From an optimization exercise on the open Yosys and OpenROAD flow, aimed at small area, a short achievable clock period and few clock cycles; shortcuts taken in it are not production practice. RTL that was checked went through simulation tests only; none was proved equivalent to the original. Power is estimated from default activity; no workload was simulated.

==> flow/design.v (excerpt) <==
module matmul_sequencer (
  input  logic       clk,
  input  logic       rst,
  input  logic       rx_valid,
  input  logic [7:0] rx_data,
  output logic [7:0] tx_data,
  output logic       tx_valid,
  input  logic       tx_ready,
  output logic       busy,
  output logic       done,
  output logic       err
);
For scale: ~3900 cells after synthesis, about 1300 flip-flops, ~0.048 mm2 of cells after synthesis.
==> flow/config.mk <==
export PLATFORM = sky130hd
export DESIGN_NAME = matmul_sequencer
export DESIGN_NICKNAME = matmul_sequencer
export VERILOG_FILES = /design/flow/design.v
export SDC_FILE = /design/flow/constraint.sdc
export NUM_CORES = 4
export LEC_CHECK = 0
export CAP_MARGIN = 20
export CORE_MARGIN = 2
export CORE_UTILIZATION = 40
export PLACE_DENSITY = 0.6
export SLEW_MARGIN = 20
==> flow/constraint.sdc <==
create_clock -name core_clock -period 11.0 [get_ports {clk}]
set_input_delay 2.2000 -clock core_clock [delete_from_list [all_inputs] [get_ports {clk}]]
set_output_delay 2.2000 -clock core_clock [all_outputs]
set_load 0.01 [all_outputs]
standard.sh (not shown) runs the stock make flow with config.mk's settings and CLKGATE_MAP_FILE= SYNTH_SCRIPT=/design/flow/synth_recipe.tcl, a recipe that flattens the netlist after the stock synthesis.
==> flow/flow/run.sh <==
#!/bin/bash
set -euo pipefail
bash standard.sh SETUP_SLACK_MARGIN=7.65 CTS_CLUSTER_SIZE=25 CTS_CLUSTER_DIAMETER=70 finish > standard.log 2>&1
The starting point passed the timing, design-rule and antenna checks.
Change:
--- a/flow/design.v
+++ b/flow/design.v
@@ -9,12 +9,13 @@
   output logic       busy,
   output logic       done,
   output logic       err
 );
   localparam logic [1:0] S_HDR = 2'd0, S_A = 2'd1, S_B = 2'd2, S_RUN = 2'd3;
   logic [1:0]  st_q, bcnt_q, hcnt_q, lph_q;
+  logic        hv_q;
   logic [1:0]  mm1_q, nm1_q, pm1_q, ci_q, ck_q;
   logic [23:0] word_q;
   logic        nz_q, busy_q, done_q, err_q;
   logic [31:0] hw_q;
   logic [1:0]  tk_q, tr_q, tj_q;
   logic        tfirst_q, tfinal_q, apend_q;
@@ -1348,12 +1349,13 @@
     if (load) w_q <= src;
     if (tx_go) tx_data_q <= wv_q ? wbyte : src[31:24];
   end
   always_ff @(posedge clk or posedge rst) begin
     if (rst) begin
       st_q      <= S_HDR;
+      hv_q      <= 1'b0;
       bcnt_q    <= '0;
       hcnt_q    <= '0;
       lph_q     <= '0;
       mm1_q     <= '0;
       nm1_q     <= '0;
       pm1_q     <= '0;
@@ -1385,36 +1387,38 @@
       oall_q    <= 1'b0;
       tx_valid_q <= 1'b0;
       tx_last_q <= 1'b0;
     end else begin
       done_q <= 1'b0;
       err_q  <= 1'b0;
+      hv_q   <= 1'b0;
+      if (hv_q) st_q <= S_A;
       lph_q  <= lph_q + 2'd1;
       if (rxv) begin
         bcnt_q <= bcnt_q + 2'd1;
         nz_q   <= (bcnt_q == 2'd3) ? 1'b0 : (nz_q | (rx_data != 8'd0));
       end
       unique case (st_q)
         S_HDR: begin
-          if (rxv) lph_q <= 2'd0;
+          ci_q <= '0;
+          ck_q <= '0;
+          if (rxv && !hv_q) lph_q <= 2'd0;
           if (wend) begin
+            unique case (hcnt_q)
+              2'd0:    mm1_q <= rx_data[1:0] - 2'd1;
+              2'd1:    nm1_q <= rx_data[1:0] - 2'd1;
+              default: pm1_q <= rx_data[1:0] - 2'd1;
+            endcase
             if (!hdr_ok) begin
               err_q  <= 1'b1;
               hcnt_q <= '0;
             end else begin
-              unique case (hcnt_q)
-                2'd0:    mm1_q <= rx_data[1:0] - 2'd1;
-                2'd1:    nm1_q <= rx_data[1:0] - 2'd1;
-                default: pm1_q <= rx_data[1:0] - 2'd1;
-              endcase
               hcnt_q <= hcnt_q + 2'd1;
               if (hcnt_q == 2'd2) begin
                 hcnt_q <= '0;
-                st_q   <= S_A;
-                ci_q   <= '0;
-                ck_q   <= '0;
+                hv_q   <= 1'b1;
               end
             end
           end
         end
         S_A: if (wend) begin
           tk_q    <= ck_q;
- clock skew fell by 0.0043 ns
- setup slack gets better by 0.19 ns
- die area rises by 0.97%
- sequential share of layout area came out lower by 0.30 points
- clock power stays flat
- count of clock-buffer cells in the layout went down by 5
- sequential cell count grows by 1
- via count is higher by 2.4%
- cell count goes up by 1.2%
Testbench counts after the change, summed over its fixed seeds: cycles 26,589.
The RTL of the first run of this note was laid out without a check of its function.

[re-timing with driven ports]
In the flow no input, the clock included, has a driving cell. The finished layouts below were timed again as built, in two steps. Step 1 (the two cells are an assumption about what drives the block):
set clk [get_ports {clk}]
set_driving_cell -lib_cell sky130_fd_sc_hd__clkbuf_16 $clk
set_driving_cell -lib_cell sky130_fd_sc_hd__buf_2 [delete_from_list [all_inputs] $clk]
Step 2 moves the port delays by t, midway between the first and last clock arrival at a register: inputs arrive t later, outputs are due t later. That takes back most of the time a late clock gives input paths. Slacks: no drivers / after step 1 / after step 2; pairs: no drivers / after step 1.
run	shift t [ns]	setup WS [ns]	hold slack, ns	worst register clock-pin slew, ns	worst slew at a driven data input, ns
the first run	0.712	7.424 / 7.455 / 6.743	0.318 / 0.318 / 0.318	0.10 / 0.10	0.05
the second run	0.710	7.615 / 7.542 / 7.077	0.319 / 0.319 / 0.319	0.10 / 0.10	0.04
After both steps setup and hold are still met in every run listed. The setup slack of the first run, which loses most, moves by +0.031 ns with the drivers and by -0.681 ns with both steps.
